This design comes from an exercise in tuning for small area and a short achievable clock period on the open sky130 flow, not from production work.
The RTL was checked by simulation tests, not by an equivalence proof against the original design.
No driver is modelled on the clock port, so clocking that relies on it looks cheaper here than on a real chip.
No activity file was given, so power comes from the tool's default toggle rates.

==> design.v <==
`timescale 1ns/1ps
module apb_cfg_regs #(
	parameter int CNT_W = 32
) (
	input  logic             clk200_i,
	input  logic             gc_rst,
	input  logic             apb_psel_i,
	input  logic             apb_penable_i,
	input  logic             apb_pwrite_i,
	input  logic [7:0]       apb_paddr_i,
	input  logic [31:0]      apb_pwdata_i,
	output logic [31:0]      apb_prdata_o,
	output logic             apb_pready_o,
	output logic             apb_pslverr_o,
	output logic             cfg_enable,
	output logic             cfg_start,
	output logic [2:0]       cfg_mode,
	output logic [5:0]       cfg_index_bits,
	output logic [5:0]       cfg_stop_bits,
	output logic [13:0]      cfg_tdc_shift,
	output logic             shift_wr,
	output logic [31:0]      cfg_gate0,
	output logic [31:0]      cfg_gate1,
	input  logic [CNT_W-1:0] cnt_total,
	input  logic [CNT_W-1:0] cnt_click0,
	input  logic [CNT_W-1:0] cnt_click1,
	input  logic             cnt_latched
);
	localparam int TIME_W = 14;
	localparam logic [7:0] REG_CTRL   = 8'h00;
	localparam logic [7:0] REG_FRAME  = 8'h04;
	localparam logic [7:0] REG_SHIFT  = 8'h08;
	localparam logic [7:0] REG_GATE0  = 8'h0C;
	localparam logic [7:0] REG_GATE1  = 8'h10;
	localparam logic [7:0] REG_TOTAL  = 8'h14;
	localparam logic [7:0] REG_CLICK0 = 8'h18;
	localparam logic [7:0] REG_CLICK1 = 8'h1C;
	localparam logic [2:0] MODE_OFF = 3'd0;
	logic addr_hit;
	logic wr_en;
	assign addr_hit = (apb_paddr_i[7:5] == 3'd0) && (apb_paddr_i[1:0] == 2'd0);
	assign apb_pready_o  = 1'b1;
	assign apb_pslverr_o = apb_psel_i & apb_penable_i & ~addr_hit;
	assign wr_en         = apb_psel_i & apb_penable_i & apb_pwrite_i & addr_hit;
	always_ff @(posedge clk200_i or posedge gc_rst) begin
		if (gc_rst) begin
			cfg_enable     <= 1'b0;
			cfg_start      <= 1'b0;
			cfg_mode       <= MODE_OFF;
			cfg_index_bits <= '0;
			cfg_stop_bits  <= '0;
			cfg_tdc_shift  <= '0;
			cfg_gate0      <= '0;
			cfg_gate1      <= '0;
		end else if (wr_en) begin
			case (apb_paddr_i)
				REG_CTRL: begin
					cfg_enable <= apb_pwdata_i[0];
					cfg_start  <= apb_pwdata_i[1];
					cfg_mode   <= apb_pwdata_i[4:2];
				end
				REG_FRAME: begin
					cfg_index_bits <= apb_pwdata_i[5:0];
					cfg_stop_bits  <= apb_pwdata_i[13:8];
				end
				REG_SHIFT: cfg_tdc_shift <= apb_pwdata_i[TIME_W-1:0];
				REG_GATE0: cfg_gate0 <= apb_pwdata_i;
				REG_GATE1: cfg_gate1 <= apb_pwdata_i;
				default: ;
			endcase
		end
	end
	assign shift_wr = wr_en && (apb_paddr_i == REG_SHIFT);
	always_comb begin
		case (apb_paddr_i)
			REG_CTRL:   apb_prdata_o = {23'd0, cnt_latched, 3'd0, cfg_mode, cfg_start, cfg_enable};
			REG_FRAME:  apb_prdata_o = {16'd0, 2'd0, cfg_stop_bits, 2'd0, cfg_index_bits};
			REG_SHIFT:  apb_prdata_o = {18'd0, cfg_tdc_shift};
			REG_GATE0:  apb_prdata_o = cfg_gate0;
			REG_GATE1:  apb_prdata_o = cfg_gate1;
			REG_TOTAL:  apb_prdata_o = 32'(cnt_total);
			REG_CLICK0: apb_prdata_o = 32'(cnt_click0);
			REG_CLICK1: apb_prdata_o = 32'(cnt_click1);
			default:    apb_prdata_o = '0;
		endcase
	end
endmodule
`timescale 1ns/1ps
module stop_frame_rx (
	input  logic        clk200_i,
	input  logic        gc_rst,
	input  logic        frame_i,
	input  logic        sdi_i,
	input  logic        cfg_enable,
	input  logic [5:0]  cfg_index_bits,
	input  logic [5:0]  cfg_stop_bits,
	input  logic [13:0] shift_i,
	input  logic [13:0] shift_wdata_i,
	input  logic        shift_wr_i,
	output logic        stop_valid_o,
	output logic [31:0] word_o
);
	localparam int TDC_W = 32;
	localparam int STRETCH_CYCLES = 4;
	localparam logic [2:0] IDLE       = 3'd0;
	localparam logic [2:0] WAIT_FRAME = 3'd1;
	localparam logic [2:0] SKIP_INDEX = 3'd2;
	localparam logic [2:0] SHIFT_STOP = 3'd3;
	localparam logic [2:0] HOLD       = 3'd4;
	logic [2:0]       state;
	logic [6:0]       bit_cnt;
	logic             sdi_r;
	logic             sdi_2r;
	logic [TDC_W-1:0] shreg;
	logic [TDC_W-1:0] shreg_next;
	logic             last_bit;
	logic [TDC_W-1:0] sum_reg;
	logic [TDC_W-1:0] sum_wr;
	assign shreg_next = {shreg[TDC_W-2:0], sdi_2r};
	assign last_bit   = (state == SHIFT_STOP) && (bit_cnt == '0);
	assign sum_reg    = shreg_next + {18'd0, shift_i};
	assign sum_wr     = shreg_next + {18'd0, shift_wdata_i};
	always_ff @(posedge clk200_i or posedge gc_rst) begin
		if (gc_rst) begin
			state        <= IDLE;
			stop_valid_o <= 1'b0;
		end else begin
			stop_valid_o <= 1'b0;
			case (state)
				IDLE: begin
					if (cfg_enable)
						state <= WAIT_FRAME;
				end
				WAIT_FRAME: begin
					if (!cfg_enable)
						state <= IDLE;
					else if (frame_i)
						state <= SKIP_INDEX;
				end
				SKIP_INDEX: begin
					if (bit_cnt == '0)
						state <= SHIFT_STOP;
				end
				SHIFT_STOP: begin
					if (bit_cnt == '0) begin
						state        <= HOLD;
						stop_valid_o <= 1'b1;
					end
				end
				HOLD: begin
					if (bit_cnt == '0)
						state <= WAIT_FRAME;
				end
				default: state <= IDLE;
			endcase
		end
	end
	always_ff @(posedge clk200_i) begin
		if (state == WAIT_FRAME)
			bit_cnt <= {1'b0, cfg_index_bits} + 7'd1;
		else if (state == SKIP_INDEX && bit_cnt == '0)
			bit_cnt <= {1'b0, cfg_stop_bits} - 7'd1;
		else if (state == SHIFT_STOP && bit_cnt == '0)
			bit_cnt <= 7'(STRETCH_CYCLES - 1);
		else
			bit_cnt <= bit_cnt - 7'd1;
	end
	always_ff @(posedge clk200_i) begin
		sdi_r  <= sdi_i;
		sdi_2r <= sdi_r;
		if (state == WAIT_FRAME)
			shreg <= '0;
		else if (last_bit)
			shreg <= shift_wr_i ? sum_wr : sum_reg;
		else if (state == SHIFT_STOP)
			shreg <= shreg_next;
	end
	assign word_o = shreg;
endmodule
`timescale 1ns/1ps
module click_timestamp (
	input  logic        clk200_i,
	input  logic        gc_rst,
	input  logic        pps_i,
	input  logic        cfg_start,
	input  logic [2:0]  cfg_mode,
	input  logic [31:0] cfg_gate0,
	input  logic [31:0] cfg_gate1,
	input  logic        stop_valid_i,
	input  logic [31:0] word_i,
	output logic        click_pulse_o,
	output logic        in_gate0_o,
	output logic        in_gate1_o,
	output logic        gc_running_o,
	output logic        rec_valid_o,
	output logic [1:0]  rec_click_o,
	output logic [47:0] rec_gc_o,
	output logic [31:0] rec_tdc_o
);
	localparam int GC_W   = 48;
	localparam int TIME_W = 14;
	localparam int GATE_PERIOD = 625;
	localparam int GC_LATENCY = 12;
	localparam logic [GC_W-1:0] GC_INIT = {GC_W{1'b1}} - GC_W'(GC_LATENCY);
	localparam logic [2:0] MODE_NO_GATE = 3'd1;
	localparam logic [2:0] MODE_GATED   = 3'd2;
	localparam logic [1:0] IDLE       = 2'd0;
	localparam logic [1:0] WAIT_START = 2'd1;
	localparam logic [1:0] DETECT_PPS = 2'd2;
	localparam logic [1:0] RUN        = 2'd3;
	logic [1:0]        state;
	logic              pps_r;
	logic [GC_W-1:0]   gcm;
	logic [TIME_W-1:0] fine;
	logic [4:0]        k625;
	logic [9:0]        gate_mod;
	logic [TIME_W-1:0] k_off;
	logic [TIME_W-1:0] fine_off;
	logic [3:0]        bucket;
	logic [3:0]        bucket_r;
	logic              hit_g0;
	logic              hit_g1;
	logic              phase_hi;
	logic              phase_zero;
	logic              stop_run;
	logic              rec_take;
	logic [1:0]        rec_code;
	logic [2:0]        slot_lo;
	logic              stamp_cy;
	assign fine = word_i[TIME_W-1:0];
	always_comb begin
		k625  = '0;
		k_off = '0;
		for (int i = 1; i <= 26; i++) begin
			if (fine >= 14'(GATE_PERIOD * i)) begin
				k625  = 5'(i);
				k_off = 14'(GATE_PERIOD * i);
			end
		end
	end
	assign fine_off = fine - k_off;
	assign gate_mod = fine_off[9:0];
	assign phase_hi = k625[0];
	assign bucket   = (k625[4:1] >= 4'd8) ? 4'd9 : k625[4:1] + 4'd1;
	function automatic logic gate_hit(input logic [9:0] t, input logic [31:0] g);
		logic [10:0] hi;
		hi = {1'b0, g[9:0]} + {3'd0, g[31:24]};
		gate_hit = (g[23:10] == '0) && (t >= g[9:0]) && ({1'b0, t} < hi);
	endfunction
	assign hit_g0     = gate_hit(gate_mod, cfg_gate0);
	assign hit_g1     = gate_hit(gate_mod, cfg_gate1);
	assign phase_zero = (gate_mod == '0) && !phase_hi;
	assign stop_run     = stop_valid_i && (state == RUN);
	assign gc_running_o = state == RUN;
	always_comb begin
		rec_take = 1'b0;
		rec_code = 2'b11;
		case (cfg_mode)
			MODE_NO_GATE: rec_take = 1'b1;
			MODE_GATED: begin
				rec_take = (hit_g0 | hit_g1) & ~phase_zero;
				rec_code = {~hit_g0, phase_hi};
			end
			default: rec_take = 1'b0;
		endcase
	end
	always_ff @(posedge clk200_i or posedge gc_rst) begin
		if (gc_rst) begin
			state         <= IDLE;
			rec_valid_o   <= 1'b0;
			click_pulse_o <= 1'b0;
		end else begin
			case (state)
				IDLE: state <= WAIT_START;
				WAIT_START: begin
					if (cfg_start && !pps_i)
						state <= DETECT_PPS;
				end
				DETECT_PPS: begin
					if (!cfg_start)
						state <= WAIT_START;
					else if (pps_i && !pps_r)
						state <= RUN;
				end
				RUN: ;
				default: state <= IDLE;
			endcase
			rec_valid_o   <= stop_run & rec_take;
			click_pulse_o <= stop_run;
		end
	end
	always_ff @(posedge clk200_i) begin
		pps_r <= pps_i;
		if (state == RUN)
			gcm <= gcm + 1'b1;
		else
			gcm <= GC_INIT;
		in_gate0_o  <= hit_g0;
		in_gate1_o  <= hit_g1;
		rec_click_o <= rec_code;
		bucket_r    <= bucket;
	end
	assign slot_lo   = word_i[TIME_W+2:TIME_W] + 3'd1 + {2'd0, bucket_r[3]};
	assign stamp_cy  = (word_i[TIME_W+2:TIME_W] == 3'd6) & bucket_r[3];
	assign rec_gc_o  = {gcm[GC_W-1:6] + {41'd0, stamp_cy}, slot_lo, bucket_r[2:0]};
	assign rec_tdc_o = word_i;
endmodule
`timescale 1ns/1ps
module click_rate_counters #(
	parameter int WINDOW_CYCLES = 1000,
	parameter int CNT_W = $clog2(WINDOW_CYCLES / 8 + 2)
) (
	input  logic             clk200_i,
	input  logic             gc_rst,
	input  logic             click_pulse_i,
	input  logic             in_gate0_i,
	input  logic             in_gate1_i,
	input  logic             gc_running_i,
	output logic [CNT_W-1:0] cnt_total,
	output logic [CNT_W-1:0] cnt_click0,
	output logic [CNT_W-1:0] cnt_click1,
	output logic             cnt_latched,
	output logic             count_valid_o
);
	localparam int WIN_W = $clog2(WINDOW_CYCLES);
	logic [WIN_W-1:0] win_cnt;
	logic             win_end;
	logic [CNT_W-1:0] total_cnt;
	logic [CNT_W-1:0] click0_cnt;
	logic [CNT_W-1:0] click1_cnt;
	logic [CNT_W-1:0] total_next;
	logic [CNT_W-1:0] click0_next;
	logic [CNT_W-1:0] click1_next;
	assign win_end = gc_running_i && (win_cnt == WIN_W'(WINDOW_CYCLES - 1));
	assign total_next  = total_cnt + CNT_W'(click_pulse_i);
	assign click0_next = click0_cnt + CNT_W'(click_pulse_i & in_gate0_i);
	assign click1_next = click1_cnt + CNT_W'(click_pulse_i & in_gate1_i);
	always_ff @(posedge clk200_i) begin
		if (!gc_running_i || win_end) begin
			win_cnt    <= '0;
			total_cnt  <= '0;
			click0_cnt <= '0;
			click1_cnt <= '0;
		end else begin
			win_cnt    <= win_cnt + 1'b1;
			total_cnt  <= total_next;
			click0_cnt <= click0_next;
			click1_cnt <= click1_next;
		end
	end
	always_ff @(posedge clk200_i or posedge gc_rst) begin
		if (gc_rst) begin
			count_valid_o <= 1'b0;
			cnt_total     <= '0;
			cnt_click0    <= '0;
			cnt_click1    <= '0;
			cnt_latched   <= 1'b0;
		end else begin
			count_valid_o <= win_end;
			if (win_end) begin
				cnt_total   <= total_next;
				cnt_click0  <= click0_next;
				cnt_click1  <= click1_next;
				cnt_latched <= 1'b1;
			end
		end
	end
endmodule
`timescale 1ns/1ps
module tdc_click_top #(
	parameter int WINDOW_CYCLES = 1000
) (
	input  logic        clk200_i,
	input  logic        gc_rst,
	input  logic        apb_psel_i,
	input  logic        apb_penable_i,
	input  logic        apb_pwrite_i,
	input  logic [7:0]  apb_paddr_i,
	input  logic [31:0] apb_pwdata_i,
	output logic [31:0] apb_prdata_o,
	output logic        apb_pready_o,
	output logic        apb_pslverr_o,
	input  logic        frame_i,
	input  logic        sdi_i,
	input  logic        pps_i,
	output logic        rec_valid_o,
	output logic [1:0]  rec_click_o,
	output logic [47:0] rec_gc_o,
	output logic [31:0] rec_tdc_o,
	output logic        count_valid_o
);
	localparam int CNT_W = $clog2(WINDOW_CYCLES / 8 + 2);
	logic        cfg_enable;
	logic        cfg_start;
	logic [2:0]  cfg_mode;
	logic [5:0]  cfg_index_bits;
	logic [5:0]  cfg_stop_bits;
	logic [13:0] cfg_tdc_shift;
	logic [31:0] cfg_gate0;
	logic [31:0] cfg_gate1;
	logic [CNT_W-1:0] cnt_total;
	logic [CNT_W-1:0] cnt_click0;
	logic [CNT_W-1:0] cnt_click1;
	logic             cnt_latched;
	logic        stop_valid;
	logic [31:0] word;
	logic        shift_wr;
	logic        click_pulse;
	logic        in_gate0;
	logic        in_gate1;
	logic        gc_running;
	apb_cfg_regs #(
		.CNT_W (CNT_W)
	) i_apb_regs (
		.clk200_i       (clk200_i),
		.gc_rst         (gc_rst),
		.apb_psel_i     (apb_psel_i),
		.apb_penable_i  (apb_penable_i),
		.apb_pwrite_i   (apb_pwrite_i),
		.apb_paddr_i    (apb_paddr_i),
		.apb_pwdata_i   (apb_pwdata_i),
		.apb_prdata_o   (apb_prdata_o),
		.apb_pready_o   (apb_pready_o),
		.apb_pslverr_o  (apb_pslverr_o),
		.cfg_enable     (cfg_enable),
		.cfg_start      (cfg_start),
		.cfg_mode       (cfg_mode),
		.cfg_index_bits (cfg_index_bits),
		.cfg_stop_bits  (cfg_stop_bits),
		.cfg_tdc_shift  (cfg_tdc_shift),
		.shift_wr       (shift_wr),
		.cfg_gate0      (cfg_gate0),
		.cfg_gate1      (cfg_gate1),
		.cnt_total      (cnt_total),
		.cnt_click0     (cnt_click0),
		.cnt_click1     (cnt_click1),
		.cnt_latched    (cnt_latched)
	);
	stop_frame_rx i_frame_rx (
		.clk200_i       (clk200_i),
		.gc_rst         (gc_rst),
		.frame_i        (frame_i),
		.sdi_i          (sdi_i),
		.cfg_enable     (cfg_enable),
		.cfg_index_bits (cfg_index_bits),
		.cfg_stop_bits  (cfg_stop_bits),
		.shift_i        (cfg_tdc_shift),
		.shift_wdata_i  (apb_pwdata_i[13:0]),
		.shift_wr_i     (shift_wr),
		.stop_valid_o   (stop_valid),
		.word_o         (word)
	);
	click_timestamp i_timestamp (
		.clk200_i      (clk200_i),
		.gc_rst        (gc_rst),
		.pps_i         (pps_i),
		.cfg_start     (cfg_start),
		.cfg_mode      (cfg_mode),
		.cfg_gate0     (cfg_gate0),
		.cfg_gate1     (cfg_gate1),
		.stop_valid_i  (stop_valid),
		.word_i        (word),
		.click_pulse_o (click_pulse),
		.in_gate0_o    (in_gate0),
		.in_gate1_o    (in_gate1),
		.gc_running_o  (gc_running),
		.rec_valid_o   (rec_valid_o),
		.rec_click_o   (rec_click_o),
		.rec_gc_o      (rec_gc_o),
		.rec_tdc_o     (rec_tdc_o)
	);
	click_rate_counters #(
		.WINDOW_CYCLES (WINDOW_CYCLES),
		.CNT_W         (CNT_W)
	) i_rate_cnt (
		.clk200_i      (clk200_i),
		.gc_rst        (gc_rst),
		.click_pulse_i (click_pulse),
		.in_gate0_i    (in_gate0),
		.in_gate1_i    (in_gate1),
		.gc_running_i  (gc_running),
		.cnt_total     (cnt_total),
		.cnt_click0    (cnt_click0),
		.cnt_click1    (cnt_click1),
		.cnt_latched   (cnt_latched),
		.count_valid_o (count_valid_o)
	);
endmodule
==> flow/run.sh <==
#!/bin/bash
# layout flow: the standard flow with the smallest buffer on the ports and an
# area recovery step (flow/downsize.tcl) after clock tree synthesis
export BUFFER_PORTS_ARGS="-buffer_cell sky130_fd_sc_hd__buf_1"
export POST_CTS_TCL="$(pwd)/flow/downsize.tcl"
bash standard.sh > standard.log 2>&1
==> flow/downsize.tcl <==
# area recovery after clock tree synthesis: give each logic cell the smallest
# drive strength of its kind that keeps the worst setup slack where it is;
# flip-flops, clock tree cells and tie/tap/fill cells are left alone
estimate_parasitics -placement
set ws0 [sta::worst_slack_cmd max]
set a0 [rsz::design_area]
set n 0
foreach inst [get_cells *] {
  set lc [get_property $inst ref_name]
  if {![regexp {^(sky130_fd_sc_hd__\w+?)_(\d+)$} $lc -> base sz]} continue
  if {[regexp {df|dl|clk|tap|fill|decap|conb|diode|lpflow|probe} $base]} continue
  set cands {}
  foreach s {0 1 2 4 6 8 12 16} {
    if {$s < $sz} {
      set c [get_lib_cells -quiet ${base}_$s]
      if {[llength $c]} { lappend cands $c }
    }
  }
  foreach c $cands {
    replace_cell $inst $c
    if {[sta::worst_slack_cmd max] >= $ws0 - 2e-12} {
      incr n
      break
    }
    replace_cell $inst [get_lib_cells $lc]
  }
}
puts "downsize: $n cells, worst slack [sta::worst_slack_cmd max] (was $ws0), area [rsz::design_area] (was $a0)"
==> standard.sh <==
#!/bin/bash
# synth_recipe.tcl (not shown) runs the flow's synth.tcl, then flattens the netlist and writes it again
# the make line also repeats each setting of config.mk as NAME=value (left out here)
make -C /OpenROAD-flow-scripts/flow DESIGN_CONFIG=/design/flow/config.mk WORK_HOME=/design/flow/orfs CLKGATE_MAP_FILE= SYNTH_SCRIPT=/design/flow/synth_recipe.tcl "${@:-finish}"
==> config.mk <==
export PLATFORM = sky130hd
export DESIGN_NAME = tdc_click_top
export DESIGN_NICKNAME = tdc_click_top
export VERILOG_FILES = /design/flow/design.v
export SDC_FILE = /design/flow/constraint.sdc
export NUM_CORES = 4
export LEC_CHECK = 0
export CAP_MARGIN = 20
export CORE_MARGIN = 2
export CORE_UTILIZATION = 40
export CTS_BUF_LIST = sky130_fd_sc_hd__clkbuf_8
export CTS_CLUSTER_DIAMETER = 60
export CTS_CLUSTER_SIZE = 16
export SETUP_SLACK_MARGIN = 4.5
export SLEW_MARGIN = 20
==> constraint.sdc <==
create_clock -name core_clock -period 10.0 [get_ports {clk200_i}]
set_input_delay 2.0000 -clock core_clock [delete_from_list [all_inputs] [get_ports {clk200_i}]]
set_output_delay 2.0000 -clock core_clock [all_outputs]
set_load 0.01 [all_outputs]
==> results of run 1 <==
-- cells in the final DEF (no fill, tap or decap), types with 8 or more instances in the layout --
cell and count:
a31oi_1 9, clkbuf_2 13, a21oi_1 66, nand2_1 221, o2111ai_1 9, nor3_1 33
mux2i_1 11, nand2b_1 19, and3_1 34, buf_4 39, a211oi_1 9, dfxtp_1 114
buf_6 12, nor4_1 24, mux2_1 95, xnor2_1 74, nor2b_1 16, ha_1 90
a211o_1 10, buf_1 156, and2_0 20, o21a_1 12, or4_1 9, inv_1 60
a22o_1 19, xor2_1 66, a21o_1 9, o21ai_1 10, a222oi_1 15, or3_1 20
dfrtp_1 126, o21ai_0 96, nand3_1 75, clkbuf_8 31, dfxtp_4 9, nand4_1 31
nor2_1 122, o211ai_1 8, a22oi_1 16
-- where the power goes --
group | switching [mW] | internal (mW)
combinational | 0.358 | 0.225
sequential | 0.0456 | 1.06
clock | 0.448 | 0.384
-- how the worst max path moves through the flow --
| stage | to | startpoint | cells after the start | slack, ps |
|---|---|---|---|---|
| final | apb_prdata_o[0] | apb_paddr_i[1] | 8 | 4470 |
| after global placement | i_timestamp.rec_valid_o | i_frame_rx.shreg[13] | 23 | 3510 |
| after floorplan | apb_prdata_o[6] | apb_paddr_i[5] | 6 | 4500 |
| after detailed placement | i_timestamp.rec_valid_o | i_frame_rx.shreg[13] | 25 | 3460 |
| after global routing | i_timestamp.rec_valid_o | i_frame_rx.shreg[4] | 25 | 4320 |
-- cell families after synthesis --
| kind of cell | share of synthesized area, % |
|---|---|
| other | 0.02360 |
| adder cells (fa/ha/maj) | 8.079 |
| XOR/XNOR | 7.883 |
| flip-flops | 36.10 |
| buffers and inverters | 3.693 |
| multiplexers | 7.426 |
| AO/OA/AOI/OAI | 15.99 |
| AND/OR/NAND/NOR | 20.81 |
-- stage by stage --
step                      setup slack [ps]  utilization, %  cell area, um2
after floorplan                       4496               -           15930
after global placement                3506           43.12           17020
after detailed placement              3464           43.12           17020
after global routing                  4325           47.32           18670
final                                 4475           47.33           18680
-- worst register-to-register path, stage by stage (launching register included) --
cell and delay, ps:
dfxtp_4 380, buf_12 140, or4_4 550, a311oi_4 360
and2_1 170, o21ai_1 60, a21oi_1 170, o21ai_2 100
a21boi_1 180, nor2_1 90, ha_1 310, nor2b_4 130
o2111ai_2 220, a31oi_2 130, a21o_1 190, a21oi_2 140
xnor2_1 100, xnor2_1 240, inv_1 160, ha_1 320
nor2b_1 150, a2111oi_1 340, o21a_1 200, a2111oi_2 70
o31ai_1 280, a41oi_1 80
-- sequential cells by signal, summed over array words and instances (netlist names), 10 cells and up --
| register | count |
|---|---|
| i_apb_regs.cfg_tdc_shift | 14 |
| i_apb_regs.cfg_gate1 | 32 |
| i_rate_cnt.win_cnt | 10 |
| i_timestamp.gcm | 48 |
| i_apb_regs.cfg_gate0 | 32 |
| i_frame_rx.shreg | 32 |
-- routing by layer --
metal	global-route usage, %	up-vias	wire [um]
li1	-	6916	-
met1	32.14	7088	22240
met2	37.48	441	23100
met3	2.844	74	2910
met4	5.214	0	1013
met5	0	-	0
-- area by class of cell --
class                   count  area [um2]
flip-flops and latches    255        5777
well taps                 525       656.9
multi-input cells        1411       10020
inverters                  59       224.0
clock inverters            23       244.0
clock buffers              31       426.7
fillers                  3893       20780
repair buffers            237        1329
diodes                      1       2.502
==> impl_metrics.py, run 1 <==
metrics = {
    "worst_setup_path": {
        "cp_max_fo": 7,
        "cp-end-kind": "primary output",
        "cp_slowest_cell": "a222oi_1",
        "r2r_setup_slack_ps": 4630,
        "crit_family": "simple AND/OR/NAND/NOR gates",
        "arrival_ps": 3530,
        "required_ps": 8000,
        "critPathKind": "in -> out",
        "max_stage_delay_ps": 440,
        "r2r-end": "i_timestamp.rec_valid_o",
        "reg2reg_depth": 25,
        "reg2reg_from": "i_frame_rx.shreg[4]",
        "path_buf_inv": 3,
        "crit_path_start_kind": "input pin",
        "path_cells": "buf_1 -> nor2_4 -> nand3_2 -> nor2_1 -> buf_4 -> a222oi_1 -> nand4_1 -> buf_2",
    },
    "clock_tree": {
        "cts_tree": "done",
        "clk_latency_ps": 660,
        "clock_sinks": 255,
        "clk_pin_slew_ps": 80,
    },
    "yosys": {
        "synth_edf_count": 0,
        "yosys_register_bits": 255,
        "synth_cell_types": 77,
        "ys_top_cells_by_count": "nand2_1, nor2_1, dfxtp_1, dfrtp_1, o21ai_0",
        "yosysTopAreaCellShare_pct": 19.84,
        "ys.flop_type": "dfxtp_1",
        "synth_area_per_cell_um2": 8.749,
        "synthCells": 1816,
        "async_reset_ff_share_pct": 49.41,
        "synth.most_common_cell": "nand2_1",
        "yosys-top-cells-area": "dfrtp_1, dfxtp_1, ha_1",
        "synth.net_count": 1961,
        "yosysWarnings": 4,
        "yosysSeqAreaShare_pct": 36.10,
        "synth_area_um2": 15890,
        "yosysTopAreaCell": "dfrtp_1",
    },
    "timing": {
        "finalCritPeriodShare_pct": 55.25,
        "fin_crit_ps": 5525,
        "slew_violations": 0,
        "setup_tns_ps": 0,
        "slew_headroom_pct": 31.90,
        "finClkSkew_ps": 58.71,
        "whs_ps": 405.3,
        "rsz0062_at_grt": "true",
        "finalSetupViolations": 0,
        "tightest_slew_ps": 1022,
        "hold_violations": 0,
        "max_freq_ghz": 0.1810,
    },
    "die": {
        "num_rows": 73,
        "die_w_um": 203.3,
        "initial_core_util_pct": 40.27,
        "die_h_um": 203.3,
        "io_pins": 166,
        "core_area_um2": 39460,
        "dieArea_um2": 41330,
    },
    "finish": {
        "final_nets": 2138,
        "area_delta_synth_final_pct": 17.54,
        "drive_gt1_share_pct": 10.91,
        "stdcell_count": 2542,
    },
    "global_routing": {
        "grt_pass1_wl_um": 76620,
        "gr-total-overflow": 0,
        "antenna_found_initial": 1,
        "grt.total_usage_pct": 22.86,
        "grt_pass1_vias": 13710,
        "grt_start_max_net_pins": 77,
    },
    "placement": {
        "hpwl_um": 35810,
        "dp.cells": 2434,
        "globalplace.congestion": 0.9134,
        "io_buffers": 164,
    },
    "power_and_ir_drop": {
        "leakagePower_nw": 8.152,
        "powerDensity_nw_per_um2": 134.9,
        "vdd_drop_max_mv": 0.09037,
        "power.total_mw": 2.520,
    },
    "min_path": {
        "worstHoldStart": "i_frame_rx.sdi_r",
        "min_to": "i_frame_rx.sdi_2r",
        "hold_path_depth": 0,
        "hold_path_class": "reg -> reg",
    },
    "route": {
        "dr_total_vias": 14520,
        "drc": 0,
        "drtPass1Iterations": 8,
        "detail_route.iter0.violations": 1085,
        "wl_per_cell_um": 19.38,
        "wl_um": 49260,
        "via_per_inst": 5.712,
        "ant_nets": 0,
    },
    "outcome": {
        "status": "finished clean",
    },
    "job": {
        "cap_violations": 0,
    },
}
==> run 2: changes to the inputs <==
==> flow/run.sh (replaced) <==
#!/bin/bash
# layout flow: the standard flow with the smallest buffer on the ports and an
# area recovery step (flow/downsize.tcl) after clock tree synthesis and after
# global routing
export BUFFER_PORTS_ARGS="-buffer_cell sky130_fd_sc_hd__buf_1"
export POST_CTS_TCL="$(pwd)/flow/post_cts.tcl"
export POST_GLOBAL_ROUTE_TCL="$(pwd)/flow/post_grt.tcl"
bash standard.sh > standard.log 2>&1
--- a/flow/downsize.tcl
+++ b/flow/downsize.tcl
@@ -1,7 +1,7 @@
-# area recovery after clock tree synthesis: give each logic cell the smallest
+# area recovery: give each logic cell the smallest
 # drive strength of its kind that keeps the worst setup slack where it is;
 # flip-flops, clock tree cells and tie/tap/fill cells are left alone
-estimate_parasitics -placement
+estimate_parasitics $::downsize_parasitics
 set ws0 [sta::worst_slack_cmd max]
 set a0 [rsz::design_area]
 set n 0
==> flow/post_cts.tcl (new file) <==
# after clock tree synthesis and its timing repair
set ::downsize_parasitics -placement
source [file join [file dirname [info script]] downsize.tcl]
==> flow/post_grt.tcl (new file) <==
# after global routing and its timing repair: recover area again, reroute the
# nets whose cells changed and write the guides again for detailed routing
set ::downsize_parasitics -global_routing
global_route -start_incremental
source [file join [file dirname [info script]] downsize.tcl]
global_route -end_incremental
estimate_parasitics -global_routing
write_guides $::env(RESULTS_DIR)/route.guide
==> run 2 against run 1 <==
Effect of this change:
- the layout now fails its checks (max-capacitance violations, max-slew violations)
- sequential cell count stayed put
- combinational power is 5.8% lower
- sequential power hardly changed
- critical path type is now reg -> reg
- highest routed layer unchanged
==> impl_metrics.py, run 2 <==
metrics = {
    "outcome": {
        "status": "finished with violations",
        "check-failures": "max-capacitance violations, max-slew violations",
    },
    "finish": {
        "area_delta_synth_final_pct": 14.32,
        "num-fill-cells": 3985,
        "layout_common_cells": "nand2_1, buf_1, nor2_1",
        "final_nets": 2138,
        "drive_gt1_share_pct": 7.292,
        "multi_input_area_um2": 9590,
        "largest_reg_flops": 48,
        "regMostFlops": "i_timestamp.gcm",
        "ff_latch_area_um2": 5777,
        "layout_commonest_cell": "nand2_1",
    },
    "die": {
        "dieArea_um2": 41330,
        "core_area_um2": 39460,
        "die_h_um": 203.3,
        "num_rows": 73,
        "die_w_um": 203.3,
        "initial_core_util_pct": 40.27,
        "io_pins": 166,
    },
    "timing": {
        "finalCritPeriodShare_pct": 61.83,
        "setup_tns_ps": 0,
        "fin_crit_ps": 6183,
        "fin_ws_ps": 3817,
        "finalSetupViolations": 0,
        "finClkSkew_ps": 60.30,
        "tightest_slew_ps": 1785,
        "max_freq_ghz": 0.1617,
        "slew_violations": 16,
        "whs_ps": 403.8,
        "hold_violations": 0,
        "slew_headroom_pct": -19.22,
    },
    "worst_setup_path": {
        "r2r_setup_slack_ps": 3820,
        "critPathKind": "reg -> reg",
        "cp-end-kind": "flip-flop",
        "cp_max_fo": 16,
        "arrival_ps": 6750,
        "cp_slowest_cell": "a2111oi_1",
        "cp-startpoint": "i_frame_rx.shreg[10]",
        "reg2reg_from": "i_frame_rx.shreg[10]",
        "max_stage_delay_ps": 560,
        "crit_path_start_kind": "flip-flop",
        "required_ps": 10560,
        "crit_top_cell": "a21oi_1",
    },
    "yosys": {
        "yosysSeqAreaShare_pct": 36.10,
        "synth_edf_count": 0,
        "yosysTopAreaCellShare_pct": 19.84,
        "yosysTopAreaCell": "dfrtp_1",
        "ys_top_cells_by_count": "nand2_1, nor2_1, dfxtp_1, dfrtp_1, o21ai_0",
        "yosys_register_bits": 255,
        "synth.net_count": 1961,
        "async_reset_ff_share_pct": 49.41,
        "synth_area_um2": 15890,
        "yosys-top-cells-area": "dfrtp_1, dfxtp_1, ha_1",
        "synth.most_common_cell": "nand2_1",
        "synthCells": 1816,
        "synth_area_per_cell_um2": 8.749,
        "ys.flop_type": "dfxtp_1",
        "synth_cell_types": 77,
        "yosysWarnings": 4,
    },
    "power_and_ir_drop": {
        "vdd_drop_max_mv": 0.09027,
        "powerDensity_nw_per_um2": 136.6,
        "power.total_mw": 2.482,
        "leakagePower_nw": 7.993,
    },
    "placement": {
        "io_buffers": 164,
        "globalplace.congestion": 0.9134,
        "post-place-ws_ps": 3464,
        "hpwl_um": 35810,
    },
    "clock_tree": {
        "clock_sinks": 255,
        "clk_pin_slew_ps": 90,
        "clk_latency_ps": 660,
        "cts_tree": "done",
    },
    "job": {
        "cap_violations": 1,
    },
    "global_routing": {
        "grt_start_max_net_pins": 77,
        "antenna_found_initial": 1,
        "grt_pass1_wl_um": 76620,
        "grt.total_usage_pct": 22.86,
        "grt_pass1_vias": 13710,
        "gr-total-overflow": 0,
    },
    "min_path": {
        "worstHoldStart": "i_frame_rx.sdi_r",
        "hold_path_class": "reg -> reg",
    },
    "route": {
        "wl_um": 49330,
        "via_per_inst": 5.723,
        "wl_per_cell_um": 19.41,
        "ant_nets": 0,
        "dr_total_vias": 14550,
        "detail_route.iter0.violations": 1189,
        "drc": 0,
        "drtPass1Iterations": 5,
    },
}
## run 2: cell types whose count changed in the layout (fill, tap and decap cells not counted), moves of 4 or more
cell,change
a21oi_1,+8
a21oi_2,-7
buf_1,+14
buf_4,-4
buf_6,-7
nand2_1,+4
nor2_1,+8
nor2_4,-5
o21ai_0,+12
o21ai_1,-9
## run 2: final timing paths
kind / to / cells after the start
max: i_timestamp.rec_valid_o / 26
min: i_frame_rx.sdi_2r / 0
max reg2reg: i_timestamp.rec_valid_o / 26
min reg2reg: i_frame_rx.sdi_2r / 0
max in group asynchronous: i_apb_regs.cfg_gate1[2] / 4
min in group asynchronous: i_rate_cnt.cnt_click0[6] / 2
## run 2: kinds of logic after synthesis
kind of cell | after synthesis | share of synthesized area [%]
AOI/OAI and AO/OA | 376 | 15.99
xor gates and xnor gates | 143 | 7.883
adders and majority gates | 101 | 8.079
buffers and inverters | 150 | 3.693
DFF | 255 | 36.10
muxes | 106 | 7.426
other | 1 | 0.02360
and+or+nand+nor | 684 | 20.81
## run 2: report_power, final
group | internal [mW] | switching [mW]
registers | 1.06 | 0.0448
clock network | 0.384 | 0.446
logic | 0.206 | 0.342
## run 2: area by class of cell
type / count / share of cell area (%)
timing repair buffer: 237 / 6.840
clock buffer: 31 / 2.349
tap: 525 / 3.616
multi-input combinational: 1411 / 52.80
antenna: 1 / 0.01378
clock inverter: 23 / 1.343
inverter: 59 / 1.233
sequential: 255 / 31.80
## run 2: worst max-delay path: cells and delay by family (launching register included)
| kind | cells | cell delay [ps] |
|---|---|---|
| AO/OA/AOI/OAI | 15 | 2940 |
| AND/OR/NAND/NOR | 4 | 940 |
| adder cells (fa/ha/maj) | 3 | 880 |
| buffers and inverters | 3 | 760 |
| flip-flops | 1 | 430 |
| XOR/XNOR | 1 | 180 |
## run 2: metrics by stage
| stage | area, um2 | util, % | std cells |
|---|---|---|---|
| floorplan | 15930 | - | 1816 |
| global placement | 17020 | 43.12 | 2434 |
| detailed placement | 17020 | 43.12 | 2434 |
| finish | 18160 | 46.03 | 2542 |
## run 2: per-layer routing
metal	up-vias	wire length [um]	track usage (%)
li1	6910	-	-
met1	7092	22120	32.14
met2	462	23150	37.48
met3	84	3004	2.844
met4	0	1056	5.214
met5	-	0	0
==> run 3: changes to the inputs <==
--- a/flow/downsize.tcl
+++ b/flow/downsize.tcl
@@ -1,7 +1,15 @@
-# area recovery: give each logic cell the smallest
-# drive strength of its kind that keeps the worst setup slack where it is;
-# flip-flops, clock tree cells and tie/tap/fill cells are left alone
+# area recovery: give each logic cell the smallest drive strength of its kind
+# that keeps the worst setup slack where it is and keeps slew and load within
+# 10% of their limits; flip-flops, clock tree cells and tie/tap/fill cells are
+# left alone
 estimate_parasitics $::downsize_parasitics
+set ::ds_ts [expr {min(0.1, [sta::max_slew_check_slack_limit])}]
+set ::ds_tc [expr {min(0.1, [sta::max_capacitance_check_slack_limit])}]
+proc downsize_limits_ok {} {
+  set s [sta::max_slew_check_slack_limit]
+  set c [sta::max_capacitance_check_slack_limit]
+  return [expr {$s >= $::ds_ts && $c >= $::ds_tc}]
+}
 set ws0 [sta::worst_slack_cmd max]
 set a0 [rsz::design_area]
 set n 0
@@ -18,7 +26,7 @@
   }
   foreach c $cands {
     replace_cell $inst $c
-    if {[sta::worst_slack_cmd max] >= $ws0 - 2e-12} {
+    if {[sta::worst_slack_cmd max] >= $ws0 - 2e-12 && [downsize_limits_ok]} {
       incr n
       break
     }
==> run 3 against run 2 <==
Effect of this change:
- the run now finishes clean
- critical path depth stayed put
- largest cell class unchanged
- area after synthesis is the same
- register-to-register slack about the same
- via count is 0.65% lower
- sequential power about the same
- global-route usage is essentially flat
- highest routed layer is now met5
- worst setup slack worse by 2.3 ps
- routed wire length decreased by 0.48%
==> impl_metrics.py, run 3 <==
metrics = {
    "finish": {
        "layout_commonest_cell": "nand2_1",
        "antenna_cells": 0,
        "drive_gt1_share_pct": 5.124,
        "stdcell_count": 2535,
        "area_delta_synth_final_pct": 12.21,
        "regMostFlops": "i_timestamp.gcm",
        "num-fill-cells": 4045,
        "final_nets": 2132,
        "layout_common_cells": "nand2_1, buf_1, nor2_1",
        "largest_reg_flops": 48,
    },
    "global_routing": {
        "grt.total_usage_pct": 22.85,
        "gr-total-overflow": 0,
        "grt_pass1_vias": 13720,
        "grt_start_max_net_pins": 77,
        "antenna_found_initial": 1,
        "grt_pass1_wl_um": 76580,
    },
    "yosys": {
        "synth_cell_types": 77,
        "synth_area_per_cell_um2": 8.749,
        "synth_edf_count": 0,
        "ys.flop_type": "dfxtp_1",
        "yosys_register_bits": 255,
        "synth_compound_area_share_pct": 15.99,
        "synth.net_count": 1961,
        "synth_top_family_by_area": "simple AND/OR/NAND/NOR gates",
        "synth_mux_area_share_pct": 7.426,
        "synth-simple-area-share_pct": 20.81,
        "synth_area_um2": 15890,
        "yosysTopAreaCell": "dfrtp_1",
        "synth_xor_area_share_pct": 7.883,
        "async_reset_ff_share_pct": 49.41,
        "ys_top_cells_by_count": "nand2_1, nor2_1, dfxtp_1, dfrtp_1, o21ai_0",
        "yosysTopAreaCellShare_pct": 19.84,
        "synth.most_common_cell": "nand2_1",
        "synthCells": 1816,
        "synthAdderAreaFrac_pct": 8.079,
        "yosys-top-cells-area": "dfrtp_1, dfxtp_1, ha_1",
        "yosysSeqAreaShare_pct": 36.10,
        "yosysWarnings": 4,
    },
    "die": {
        "num_rows": 73,
        "die_h_um": 203.3,
        "dieArea_um2": 41330,
        "core_area_um2": 39460,
        "die_w_um": 203.3,
        "initial_core_util_pct": 40.27,
        "io_pins": 166,
    },
    "worst_setup_path": {
        "required_ps": 10550,
        "arrival_ps": 6730,
        "cp_slowest_cell": "buf_1",
        "reg2reg_from": "i_frame_rx.shreg[9]",
        "cp-end-kind": "flip-flop",
        "critPathKind": "reg -> reg",
        "crit_top_cell": "a21oi_1",
        "reg2reg_depth": 26,
        "cp_max_fo": 18,
        "cp-startpoint": "i_frame_rx.shreg[9]",
        "crit_path_start_kind": "flip-flop",
        "r2r_setup_slack_ps": 3820,
        "max_stage_delay_ps": 640,
    },
    "timing": {
        "hold_violations": 0,
        "fin_crit_ps": 6185,
        "fin_ws_ps": 3815,
        "slew_headroom_pct": 27.00,
        "max_freq_ghz": 0.1617,
        "slew_violations": 0,
        "setup_tns_ps": 0,
        "tightest_slew_ps": 1092,
        "finalCritPeriodShare_pct": 61.85,
        "finClkSkew_ps": 67.93,
        "finalSetupViolations": 0,
    },
    "job": {
        "cap_violations": 0,
    },
    "clock_tree": {
        "clk_latency_ps": 650,
        "cts_tree": "done",
        "clock_sinks": 255,
        "clk_pin_slew_ps": 80,
    },
    "power_and_ir_drop": {
        "seqPwrFrac_pct": 46.1,
        "vdd_drop_max_mv": 0.1231,
        "clockPowerShare_pct": 31.7,
        "p_int_mw": 1.597,
        "comb_power_share_pct": 22.2,
        "swShare_pct": 33.32,
        "leakagePower_nw": 7.774,
        "powerDensity_nw_per_um2": 134.3,
        "p_switching_mw": 0.7982,
    },
    "placement": {
        "post-place-ws_ps": 3464,
        "hpwl_um": 35810,
        "dp.cells": 2434,
        "globalplace.congestion": 0.9134,
        "io_buffers": 164,
    },
    "route": {
        "drc": 0,
        "wl_um": 49100,
        "dr_total_vias": 14450,
        "drtPass1Iterations": 6,
        "detail_route.iter0.violations": 1055,
        "ant_nets": 0,
        "via_per_inst": 5.701,
        "wl_per_cell_um": 19.37,
    },
    "min_path": {
        "hold_path_depth": 0,
        "worstHoldStart": "i_frame_rx.sdi_r",
        "hold_path_class": "reg -> reg",
    },
    "outcome": {
        "status": "finished clean",
    },
}
[run 3: cell count changes in the layout (fill, tap and decap cells not counted), sizes merged]
cell    previous run  this run
clkbuf            49        43
diode              1         0
[run 3: power by group through the flow]
| stage | clock, mW | combinational, mW | sequential, mW |
|---|---|---|---|
| finish | 0.758 | 0.532 | 1.11 |
| floorplan | 0 | 0.385 | 1.11 |
| global placement | 0 | 0.512 | 1.13 |
| detailed placement | 0 | 0.519 | 1.13 |
[run 3: area by class of cell]
type | instances | area, um2 | area share [%]
Multi-Input combinational cell | 1411 | 9635 | 54.04
Sequential cell | 255 | 5777 | 32.40
Timing Repair Buffer | 231 | 925.9 | 5.193
Tap cell | 525 | 656.9 | 3.684
Clock buffer | 31 | 426.7 | 2.393
Inverter | 59 | 224.0 | 1.256
Clock inverter | 23 | 183.9 | 1.032
[run 3: worst max-delay path: cells and delay by family (launching register included)]
kind | cells | cell delay (ps)
flops | 1 | 420
fa+ha+maj | 3 | 910
buf+inv | 3 | 860
xor+xnor | 1 | 200
simple gates | 5 | 890
compound gates | 14 | 2840
[run 3: kinds of logic (layout without fill, tap and decap cells)]
group,Yosys count,count (layout)
AO/OA/AOI/OAI,376,376
XOR/XNOR,143,143
adder cells (fa/ha/maj),101,101
buffers and inverters,150,344
flip-flops,255,255
multiplexers,106,106
other,1,1
AND/OR/NAND/NOR,684,684
[run 3: layer usage]
metal / global-route usage, % / vias to the layer above / part of all wire (%)
li1: - / 6896 / -
met1: 32.09 / 7075 / 45
met2: 37.52 / 394 / 47
met3: 2.844 / 86 / 5.6
met4: 5.214 / 2 / 2.2
met5: 0 / - / 0.026
[run 3: final timing paths]
path,endpoint
max in group asynchronous,i_frame_rx.state[0]
worst max-delay path,i_timestamp.rec_valid_o
worst min register to register,i_frame_rx.sdi_2r
min in group asynchronous,i_rate_cnt.cnt_click0[6]
worst max register to register,i_timestamp.rec_valid_o
worst min-delay path,i_frame_rx.sdi_2r
[run 3: through the flow]
stage	utilization, %	power, mW	instance area (um2)	hold slack [ps]
3_3_place_gp	43.12	1.639	17020	392.4
3_5_place_dp	43.12	1.647	17020	365.3
2_1_floorplan	-	1.497	15930	309.6
6_report	45.19	2.395	17830	384.0
==> run 4: changes to the inputs <==
--- a/flow/downsize.tcl
+++ b/flow/downsize.tcl
@@ -1,6 +1,7 @@
 # area recovery: give each logic cell the smallest drive strength of its kind
-# that keeps the worst setup slack where it is and keeps slew and load within
-# 10% of their limits; flip-flops, clock tree cells and tie/tap/fill cells are
+# that keeps every path within ::downsize_guard of the worst slack (and the
+# worst slack itself) from getting slower, and keeps slew and load within 10%
+# of their limits; flip-flops, clock tree cells and tie/tap/fill cells are
 # left alone
 estimate_parasitics $::downsize_parasitics
 set ::ds_ts [expr {min(0.1, [sta::max_slew_check_slack_limit])}]
@@ -12,6 +13,10 @@
 }
 set ws0 [sta::worst_slack_cmd max]
 set a0 [rsz::design_area]
+# paths with less slack than this count as critical while cells are swapped
+set_clock_uncertainty -setup [expr {$ws0 + $::downsize_guard}] [all_clocks]
+set tns [sta::total_negative_slack_cmd max]
+set wsu [sta::worst_slack_cmd max]
 set n 0
 foreach inst [get_cells *] {
   set lc [get_property $inst ref_name]
@@ -26,11 +31,16 @@
   }
   foreach c $cands {
     replace_cell $inst $c
-    if {[sta::worst_slack_cmd max] >= $ws0 - 2e-12 && [downsize_limits_ok]} {
+    estimate_parasitics $::downsize_parasitics
+    set t [sta::total_negative_slack_cmd max]
+    if {$t >= $tns - 1e-13 && [sta::worst_slack_cmd max] >= $wsu - 1e-13 && [downsize_limits_ok]} {
+      set tns $t
       incr n
       break
     }
     replace_cell $inst [get_lib_cells $lc]
+    estimate_parasitics $::downsize_parasitics
   }
 }
+set_clock_uncertainty -setup 0 [all_clocks]
 puts "downsize: $n cells, worst slack [sta::worst_slack_cmd max] (was $ws0), area [rsz::design_area] (was $a0)"
==> flow/post_cts.tcl (replaced) <==
# after clock tree synthesis and its timing repair
set ::downsize_parasitics -placement
set ::downsize_guard 0.3e-9
source [file join [file dirname [info script]] downsize.tcl]
--- a/flow/post_grt.tcl
+++ b/flow/post_grt.tcl
@@ -1,6 +1,7 @@
 # after global routing and its timing repair: recover area again, reroute the
 # nets whose cells changed and write the guides again for detailed routing
 set ::downsize_parasitics -global_routing
+set ::downsize_guard 0.3e-9
 global_route -start_incremental
 source [file join [file dirname [info script]] downsize.tcl]
 global_route -end_incremental
--- a/config.mk
+++ b/config.mk
@@ -11,5 +11,5 @@
 export CTS_BUF_LIST = sky130_fd_sc_hd__clkbuf_8
 export CTS_CLUSTER_DIAMETER = 60
 export CTS_CLUSTER_SIZE = 16
-export SETUP_SLACK_MARGIN = 4.5
+export SETUP_SLACK_MARGIN = 5.0
 export SLEW_MARGIN = 20
==> run 4 against run 3 <==
Effect of this change:
- synthesized cell count unchanged
- cell count up 2.6%
- critical endpoint is now apb_prdata_o[2]
- global-route usage up 1.4 points
- worst setup slack better by 640 ps
- largest cell class unchanged
- die area unchanged
- clock skew down 3.4 ps
- via count up 3.1%
==> impl_metrics.py, run 4 <==
metrics = {
    "yosys": {
        "ys.flop_type": "dfxtp_1",
        "synth_top_family_by_area": "simple AND/OR/NAND/NOR gates",
        "yosysTopAreaCellShare_pct": 19.84,
        "yosys-top-cells-area": "dfrtp_1, dfxtp_1, ha_1",
        "yosysTopAreaCell": "dfrtp_1",
        "synth_xor_area_share_pct": 7.883,
        "synth.most_common_cell": "nand2_1",
        "synthCells": 1816,
        "synth_area_um2": 15890,
        "synth_area_per_cell_um2": 8.749,
        "async_reset_ff_share_pct": 49.41,
        "ys_top_cells_by_count": "nand2_1, nor2_1, dfxtp_1, dfrtp_1, o21ai_0",
        "yosysWarnings": 4,
        "yosysSeqAreaShare_pct": 36.10,
        "synth.net_count": 1961,
        "synth_edf_count": 0,
        "synth_compound_area_share_pct": 15.99,
        "synth_cell_types": 77,
        "synth_mux_area_share_pct": 7.426,
        "synthAdderAreaFrac_pct": 8.079,
        "yosys_register_bits": 255,
        "synth-simple-area-share_pct": 20.81,
    },
    "timing": {
        "setup_tns_ps": 0,
        "slew_violations": 0,
        "tightest_slew_ps": 1167,
        "fin_ws_ps": 4451,
        "slew_headroom_pct": 21.78,
        "finalCritPeriodShare_pct": 55.49,
        "max_freq_ghz": 0.1802,
        "hold_violations": 0,
        "finClkSkew_ps": 64.54,
        "finalSetupViolations": 0,
        "whs_ps": 331.2,
        "fin_crit_ps": 5549,
    },
    "die": {
        "die_h_um": 203.3,
        "initial_core_util_pct": 40.27,
        "io_pins": 166,
        "num_rows": 73,
        "core_area_um2": 39460,
        "dieArea_um2": 41330,
        "die_w_um": 203.3,
    },
    "global_routing": {
        "antenna_found_initial": 4,
        "grt_pass1_wl_um": 80590,
        "grt_start_max_net_pins": 74,
        "grt_pass1_vias": 14640,
        "grt.total_usage_pct": 24.28,
        "gr-total-overflow": 0,
    },
    "worst_setup_path": {
        "crit_path_start_kind": "input pin",
        "cp-end-kind": "primary output",
        "r2r_setup_slack_ps": 4750,
        "critPathKind": "in -> out",
        "cp_max_fo": 5,
        "cp_slowest_cell": "a222oi_1",
        "max_stage_delay_ps": 520,
        "required_ps": 8000,
        "crit_top_cell": "buf_2",
        "arrival_ps": 3550,
        "path_cells": "buf_2 -> nor3_4 -> nand2_2 -> nor4b_4 -> buf_4 -> buf_6 -> a222oi_1 -> nand4_1 -> buf_2",
    },
    "placement": {
        "hpwl_um": 35600,
        "globalplace.congestion": 0.9092,
        "placed_area_um2": 17110,
        "post-place-ws_ps": 3704,
        "io_buffers": 164,
    },
    "route": {
        "ant_nets": 0,
        "wl_um": 51820,
        "dr_total_vias": 14890,
        "detail_route.iter0.violations": 1191,
        "wl_per_cell_um": 19.92,
        "via_per_inst": 5.726,
        "drc": 0,
        "drtPass1Iterations": 7,
    },
    "finish": {
        "fin_area_um2": 18690,
        "final_nets": 2193,
        "area_delta_synth_final_pct": 17.62,
        "regMostFlops": "i_timestamp.gcm",
        "layout_commonest_cell": "nand2_1",
        "layout_common_cells": "nand2_1, buf_1, dfrtp_1",
        "num-fill-cells": 3942,
        "largest_reg_flops": 48,
        "drive_gt1_share_pct": 10.39,
    },
    "power_and_ir_drop": {
        "powerDensity_nw_per_um2": 131.0,
        "leakagePower_nw": 8.109,
        "vdd_drop_max_mv": 0.09855,
    },
    "clock_tree": {
        "clock_sinks": 255,
        "clk_pin_slew_ps": 70,
        "cts_tree": "done",
        "clk_latency_ps": 630,
    },
    "min_path": {
        "hold_path_class": "reg -> reg",
    },
    "outcome": {
        "status": "finished clean",
    },
    "job": {
        "cap_violations": 0,
    },
}
-- run 4: changes by cell type in the layout (fill, tap and decap cells not counted), moves of 7 or more --
cell | previous run | this run
buf_2 | 8 | 25
buf_6 | 0 | 14
a21oi_1 | 74 | 61
a21oi_2 | 0 | 12
buf_4 | 1 | 13
o21ai_0 | 107 | 95
buf_1 | 210 | 219
o21ai_1 | 1 | 10
clkbuf_2 | 7 | 15
ha_1 | 93 | 85
diode_2 | 0 | 7
-- run 4: final cells by class --
type / instances / area, um2 / area share, %
clock buffer: 29 / 399.1 / 2.136
inverter: 59 / 226.5 / 1.212
timing repair buffer: 293 / 1400 / 7.491
tap: 525 / 656.9 / 3.515
clock inverter: 22 / 200.2 / 1.071
sequential: 255 / 5784 / 30.95
multi-input combinational: 1411 / 10000 / 53.53
antenna: 7 / 17.52 / 0.09373
-- run 4: power breakdown --
part	leakage (nW)	internal, mW	switching (mW)
combinational	5.05	0.225	0.355
clock	0.340	0.334	0.425
sequential	2.72	1.06	0.0502
total	8.11	1.62	0.830
-- run 4: per-stage QoR --
| stage | total power, mW | std cells | utilization [%] |
|---|---|---|---|
| after floorplan | 1.502 | 1816 | - |
| after global placement | 1.633 | 2432 | 43.36 |
| after detailed placement | 1.647 | 2432 | 43.36 |
| final | 2.449 | 2601 | 47.36 |
-- run 4: path summary, 6_finish.rpt --
path,startpoint,to,cells past startpoint
setup / recovery,apb_paddr_i[7],apb_prdata_o[2],9
hold / removal,i_frame_rx.sdi_r,i_frame_rx.sdi_2r,0
setup reg to reg,i_frame_rx.shreg[5],i_timestamp.rec_valid_o,26
hold reg to reg,i_frame_rx.sdi_r,i_frame_rx.sdi_2r,0
max in group asynchronous,gc_rst,i_apb_regs.cfg_gate0[9],4
min in group asynchronous,gc_rst,i_rate_cnt.cnt_click1[2],3
-- run 4: cells by family after synthesis --
group | Yosys count
simple gates | 684
compound gates | 376
flops | 255
buf+inv | 150
xor+xnor | 143
mux | 106
fa+ha+maj | 101
other cells | 1
-- run 4: critical path: cells and delay by family --
kind	cells	cell delay, ps
buffers and inverters	4	590
AOI/OAI and AO/OA	1	520
and+or+nand+nor	4	440
-- run 4: metal layers --
layer / share of wire [%] / track usage (%) / vias to the layer above
met3: 6.8 / 4.235 / 133
met4: 3.8 / 9.202 / 0
met1: 42 / 31.49 / 7231
li1: - / - / 7018
met5: 0 / 0 / -
met2: 47 / 40.39 / 512
==> run 5: changes to the inputs <==
--- a/config.mk
+++ b/config.mk
@@ -11,5 +11,5 @@
 export CTS_BUF_LIST = sky130_fd_sc_hd__clkbuf_8
 export CTS_CLUSTER_DIAMETER = 60
 export CTS_CLUSTER_SIZE = 16
-export SETUP_SLACK_MARGIN = 5.0
+export SETUP_SLACK_MARGIN = 4.0
 export SLEW_MARGIN = 20
==> run 5 against run 4 <==
Effect of this change:
- sequential cell count unchanged
- cell count shrank 4.1%
- global-route usage down 0.98 points
- via count down 3.5%
- sequential power about the same
- design area decreased by 5.5%
- utilization is 2.6 points lower
- fmax is 6.7% lower
- count of clock-buffer cells in the layout increased by 1
- critical path type unchanged
- critical endpoint is now apb_prdata_o[4]
==> impl_metrics.py, run 5 <==
metrics = {
    "outcome": {
        "status": "finished clean",
    },
    "timing": {
        "hold_violations": 0,
        "slew_violations": 0,
        "finalCritPeriodShare_pct": 59.46,
        "tightest_slew_ps": 1150,
        "whs_ps": 404.0,
        "finClkSkew_ps": 66.85,
        "fin_crit_ps": 5946,
        "setup_tns_ps": 0,
        "max_freq_ghz": 0.1682,
        "slew_headroom_pct": 23.13,
        "finalSetupViolations": 0,
    },
    "placement": {
        "hpwl_um": 35940,
        "dp.cells": 2429,
        "placed_area_um2": 16960,
        "io_buffers": 164,
        "globalplace.congestion": 0.9315,
    },
    "die": {
        "core_area_um2": 39460,
        "io_pins": 166,
        "die_h_um": 203.3,
        "dieArea_um2": 41330,
        "num_rows": 73,
        "die_w_um": 203.3,
        "initial_core_util_pct": 40.27,
    },
    "global_routing": {
        "grt_pass1_vias": 13640,
        "gr-total-overflow": 0,
        "antenna_found_initial": 0,
        "grt_pass1_wl_um": 77090,
        "grt.total_usage_pct": 23.30,
        "grt_start_max_net_pins": 74,
    },
    "finish": {
        "antenna_cells": 0,
        "fin_area_um2": 17670,
        "largest_reg_flops": 48,
        "stdcell_count": 2494,
        "layout_commonest_cell": "nand2_1",
        "layout_common_cells": "nand2_1, buf_1, nor2_1",
        "final_nets": 2092,
        "regMostFlops": "i_timestamp.gcm",
        "area_delta_synth_final_pct": 11.18,
        "final_util_pct": 44.77,
        "drive_gt1_share_pct": 5.028,
    },
    "yosys": {
        "synth_cell_types": 77,
        "yosysTopAreaCellShare_pct": 19.84,
        "async_reset_ff_share_pct": 49.41,
        "synth.most_common_cell": "nand2_1",
        "synthCells": 1816,
        "ys.flop_type": "dfxtp_1",
        "yosysSeqAreaShare_pct": 36.10,
        "yosysTopAreaCell": "dfrtp_1",
        "ys_top_cells_by_count": "nand2_1, nor2_1, dfxtp_1, dfrtp_1, o21ai_0",
        "synth.net_count": 1961,
        "yosysWarnings": 4,
        "synth_area_per_cell_um2": 8.749,
        "synth_area_um2": 15890,
        "yosys-top-cells-area": "dfrtp_1, dfxtp_1, ha_1",
        "synth_edf_count": 0,
        "yosys_register_bits": 255,
    },
    "worst_setup_path": {
        "arrival_ps": 3950,
        "cp_max_fo": 7,
        "critPathKind": "in -> out",
        "cp_slowest_cell": "nor2_2",
        "path_cells": "buf_1 -> nor3_1 -> nand2b_1 -> nor2_2 -> buf_2 -> buf_2 -> a22oi_1 -> nand4_1 -> buf_1",
        "required_ps": 8000,
        "crit_path_start_kind": "input pin",
        "reg2reg_depth": 25,
        "cp-end-kind": "primary output",
        "max_stage_delay_ps": 360,
    },
    "min_path": {
        "hold_path_class": "reg -> reg",
        "hold_path_depth": 0,
    },
    "power_and_ir_drop": {
        "seqPwrFrac_pct": 46.1,
        "p_switching_mw": 0.8172,
        "clockPowerShare_pct": 31.1,
        "swShare_pct": 34.16,
        "powerDensity_nw_per_um2": 135.4,
        "leakagePower_nw": 7.729,
        "vdd_drop_max_mv": 0.1365,
        "p_int_mw": 1.575,
        "comb_power_share_pct": 22.9,
    },
    "route": {
        "via_per_inst": 5.763,
        "wl_um": 49200,
        "dr_total_vias": 14370,
        "ant_nets": 0,
        "drc": 0,
        "drtPass1Iterations": 6,
        "detail_route.iter0.violations": 1194,
        "wl_per_cell_um": 19.73,
    },
    "clock_tree": {
        "clock_sinks": 255,
        "cts_tree": "done",
        "clk_latency_ps": 640,
        "clk_pin_slew_ps": 90,
    },
    "job": {
        "cap_violations": 0,
    },
}
[run 5: kinds of logic (layout without fill, tap and decap cells)]
kind of cell    count (synthesis)  in the layout  share of synthesized area (%)
fa+ha+maj                     101            101                          8.079
buf+inv                       150            303                          3.693
other cells                     1              1                        0.02360
mux                           106            106                          7.426
simple gates                  684            684                          20.81
compound gates                376            376                          15.99
xor+xnor                      143            143                          7.883
flops                         255            255                          36.10
[run 5: worst paths after layout]
check / start / end / slack (ps)
setup reg to reg: i_frame_rx.shreg[2] / i_timestamp.rec_valid_o / 4220
max in group asynchronous: gc_rst / i_frame_rx.state[1] / 7010
hold reg to reg: i_frame_rx.sdi_r / i_frame_rx.sdi_2r / 400
setup / recovery: apb_paddr_i[5] / apb_prdata_o[4] / 4050
min in group asynchronous: gc_rst / i_apb_regs.cfg_gate1[22] / 1460
hold / removal: i_frame_rx.sdi_r / i_frame_rx.sdi_2r / 400
[run 5: area by class of cell]
type                       count  area, um2
tap                          525      656.9
timing repair buffer         191      774.5
fill                        4005      21790
clock buffer                  30      412.9
multi-input combinational   1411       9662
sequential                   255       5753
clock inverter                23      181.4
inverter                      59      225.2
[run 5: metal layers]
layer	routed length, um	up-vias	track usage, %
met3	3081	84	3.452
met4	1208	0	6.595
met1	22410	6955	32.75
li1	-	6836	-
met5	0	-	0
met2	22500	497	37.20
[run 5: metrics by stage]
stage / setup WS [ps] / power, mW
final: 4054 / 2.392
after detailed placement: 3200 / 1.656
after global placement: 3187 / 1.644
after floorplan: 4022 / 1.497
[run 5: power by group through the flow]
stage,sequential [mW],combinational (mW),clock [mW]
after floorplan,1.11,0.384,0
after global placement,1.12,0.521,0
after detailed placement,1.12,0.532,0
final,1.10,0.548,0.743
[run 5: critical path, delay by kind of cell]
family	cells	cell delay (ps)
AND/OR/NAND/NOR	4	1160
buffers and inverters	4	690
AO/OA/AOI/OAI	1	90
==> run 6: changes to the inputs <==
--- a/config.mk
+++ b/config.mk
@@ -11,5 +11,5 @@
 export CTS_BUF_LIST = sky130_fd_sc_hd__clkbuf_8
 export CTS_CLUSTER_DIAMETER = 60
 export CTS_CLUSTER_SIZE = 16
-export SETUP_SLACK_MARGIN = 4.0
+export SETUP_SLACK_MARGIN = 4.5
 export SLEW_MARGIN = 20
==> run 6 against run 5 <==
Effect of this change:
- still clean on timing, DRC and antenna
- non-clock buffer count rose by 44
- worst hold slack got worse by 16 ps
- global-route usage fell by 0.44 points
- worst setup slack improved by 360 ps
- combinational power barely moved
- routed wire length fell by 0.28%
- clock power rose by 2%
- register-to-register slack improved by 400 ps
- sequential power barely moved
- utilization rose by 1.1 points
- cell count rose by 1.8%
- critical endpoint is now apb_prdata_o[2]
- highest routed layer unchanged
==> impl_metrics.py, run 6 <==
metrics = {
    "outcome": {
        "status": "finished clean",
    },
    "worst_setup_path": {
        "cp_slowest_cell": "nor2_2",
        "max_stage_delay_ps": 340,
        "cp-end-kind": "primary output",
        "required_ps": 8000,
        "r2r-end": "i_timestamp.rec_valid_o",
        "path_cells": "buf_1 -> nor2_1 -> nand3b_1 -> buf_1 -> nor2_2 -> a22oi_1 -> nand4_1 -> buf_1",
        "arrival_ps": 3580,
        "path_buf_inv": 3,
        "cp_max_fo": 7,
        "r2r_setup_slack_ps": 4620,
        "critPathKind": "in -> out",
        "reg2reg_depth": 25,
        "crit_path_start_kind": "input pin",
        "crit_family": "simple AND/OR/NAND/NOR gates",
        "crit_top_cell": "buf_1",
        "reg2reg_from": "i_frame_rx.shreg[4]",
    },
    "job": {
        "cap_violations": 0,
    },
    "finish": {
        "num-fill-cells": 3995,
        "ff_latch_area_um2": 5777,
        "largest_reg_flops": 48,
        "antenna_cells": 0,
        "layout_commonest_cell": "nand2_1",
        "layout_common_cells": "nand2_1, buf_1, dfrtp_1",
        "area_delta_synth_final_pct": 13.84,
        "multi_input_area_um2": 9811,
        "final_util_pct": 45.84,
        "regMostFlops": "i_timestamp.gcm",
        "stdcell_count": 2539,
        "drive_gt1_share_pct": 7.398,
        "final_nets": 2136,
    },
    "route": {
        "detail_route.iter0.violations": 1028,
        "ant_nets": 0,
        "wl_per_cell_um": 19.32,
        "drc": 0,
        "wl_um": 49060,
        "via_per_inst": 5.733,
        "drtPass1Iterations": 5,
        "dr_total_vias": 14560,
    },
    "yosys": {
        "async_reset_ff_share_pct": 49.41,
        "synth.net_count": 1961,
        "synth_cell_types": 77,
        "ys_top_cells_by_count": "nand2_1, nor2_1, dfxtp_1, dfrtp_1, o21ai_0",
        "synth_edf_count": 0,
        "yosys-top-cells-area": "dfrtp_1, dfxtp_1, ha_1",
        "ys.flop_type": "dfxtp_1",
        "yosysSeqAreaShare_pct": 36.10,
        "yosysWarnings": 4,
        "synth.most_common_cell": "nand2_1",
        "yosysTopAreaCell": "dfrtp_1",
        "synth_area_um2": 15890,
        "yosys_register_bits": 255,
        "yosysTopAreaCellShare_pct": 19.84,
        "synth_area_per_cell_um2": 8.749,
        "synthCells": 1816,
    },
    "power_and_ir_drop": {
        "vdd_drop_max_mv": 0.1229,
        "powerDensity_nw_per_um2": 133.6,
        "leakagePower_nw": 7.888,
        "power.total_mw": 2.417,
    },
    "timing": {
        "finalCritPeriodShare_pct": 55.82,
        "setup_tns_ps": 0,
        "tightest_slew_ps": 1116,
        "slew_headroom_pct": 25.17,
        "fin_crit_ps": 5582,
        "finClkSkew_ps": 71.23,
        "fin_ws_ps": 4418,
        "slew_violations": 0,
        "finalSetupViolations": 0,
        "max_freq_ghz": 0.1792,
        "hold_violations": 0,
    },
    "die": {
        "initial_core_util_pct": 40.27,
        "core_area_um2": 39460,
        "io_pins": 166,
        "num_rows": 73,
        "die_h_um": 203.3,
        "dieArea_um2": 41330,
        "die_w_um": 203.3,
    },
    "global_routing": {
        "antenna_found_initial": 1,
        "grt.total_usage_pct": 22.86,
        "gr-total-overflow": 0,
        "grt_pass1_wl_um": 76670,
        "grt_start_max_net_pins": 77,
        "grt_pass1_vias": 13690,
    },
    "clock_tree": {
        "cts_tree": "done",
        "clk_latency_ps": 660,
        "clk_pin_slew_ps": 70,
        "clock_sinks": 255,
    },
    "placement": {
        "hpwl_um": 35810,
        "globalplace.congestion": 0.9134,
        "dp.cells": 2434,
        "io_buffers": 164,
        "post-place-ws_ps": 3464,
    },
    "min_path": {
        "worstHoldStart": "i_frame_rx.sdi_r",
        "hold_path_depth": 0,
        "min_to": "i_frame_rx.sdi_2r",
        "hold_path_class": "reg -> reg",
    },
}
run 6: cell types whose count changed in the layout (fill, tap and decap cells not counted), sizes merged:
cell,delta
buf,+40
bufinv,+2
clkbuf,+5
clkinv,-4
clkinvlp,+4
inv,-2
run 6: layer usage:
metal	vias to the layer above	part of all wire (%)	track usage, %
met3	81	5.8	2.589
met4	0	2.0	5.162
li1	6900	-	-
met2	456	47	37.59
met5	-	0	0
met1	7119	45	32.23
run 6: kinds of logic (layout without fill, tap and decap cells):
family	Yosys count	count (layout)	synth area share (%)
xor gates and xnor gates	143	143	7.883
muxes	106	106	7.426
and+or+nand+nor	684	684	20.81
buffers and inverters	150	348	3.693
other	1	1	0.02360
adders and majority gates	101	101	8.079
AOI/OAI and AO/OA	376	376	15.99
DFF	255	255	36.10
run 6: cell type report:
| cell class | count | area share (%) |
|---|---|---|
| well taps | 525 | 3.631 |
| clock inverters | 23 | 1.017 |
| inverters | 59 | 1.238 |
| repair buffers | 235 | 5.582 |
| flip-flops and latches | 255 | 31.94 |
| clock buffers | 31 | 2.359 |
| multi-input cells | 1411 | 54.24 |
run 6: worst max-delay path by stage:
| stage | start | to | slack (ps) | depth (start not counted) |
|---|---|---|---|---|
| global placement | i_frame_rx.shreg[13] | i_timestamp.rec_valid_o | 3510 | 23 |
| finish | apb_paddr_i[1] | apb_prdata_o[2] | 4420 | 8 |
| detailed placement | i_frame_rx.shreg[13] | i_timestamp.rec_valid_o | 3460 | 25 |
| floorplan | apb_paddr_i[5] | apb_prdata_o[6] | 4500 | 6 |
run 6: report_power, final:
part,internal (mW),switching (mW)
Clock,0.345,0.415
Combinational,0.200,0.351
Sequential,1.06,0.0449
Total,1.61,0.811
run 6: metrics by stage:
step | instance area (um2) | hold slack [ps]
final | 18090 | 387.9
after detailed placement | 17020 | 365.3
after global placement | 17020 | 392.4
after floorplan | 15930 | 309.6
run 6: worst register-to-register path: stages, from the launching register on:
cell and delay (ps):
dfxtp_4 370, buf_6 140, or4_4 540, nor4_2 390, o221ai_2 230, a22oi_2 180
nor4_2 80, a21oi_2 140, inv_1 70, ha_1 240, fa_2 360, nand2b_1 160
a21oi_2 170, a21o_1 150, a21oi_2 80, o21a_1 220, xor2_2 170, inv_2 80
ha_1 290, a21oi_1 160, nor2b_1 80, a2111oi_1 330, o21a_1 240, a2111oi_4 80
o31ai_2 250, a41oi_1 70

## afterwards: timing with drivers on the ports
Ports are ideal in the flow. The routed layouts listed here were re-timed in OpenROAD. Step 1 (the two cells are an assumption about what drives the block):
set clk [get_ports {clk200_i}]
set_driving_cell -lib_cell sky130_fd_sc_hd__clkbuf_16 $clk
set_driving_cell -lib_cell sky130_fd_sc_hd__buf_2 [delete_from_list [all_inputs] $clk]
Step 2 times the ports against the registers' clock, not the clock port: input delays grow and output delays shrink by t, the midpoint of the rising clock arrivals with the driver on. Three values: ideal ports, drivers, drivers and shift; two values: the first two.
run	t, ns	setup WS [ns]	latest minus earliest clock arrival (ns)
run 1	0.678	4.475 / 4.436 / 3.971	0.063 / 0.063
run 2	0.677	3.817 / 3.817 / 3.510	0.065 / 0.065
run 3	0.672	3.815 / 3.815 / 3.546	0.076 / 0.076
run 4	0.653	4.451 / 4.416 / 3.978	0.065 / 0.065
run 5	0.657	4.054 / 4.034 / 3.602	0.067 / 0.068
run 6	0.674	4.418 / 4.385 / 3.887	0.078 / 0.078
For run 6, which loses most, drivers alone change the setup slack by -0.033 ns; drivers and shift together by -0.531 ns.
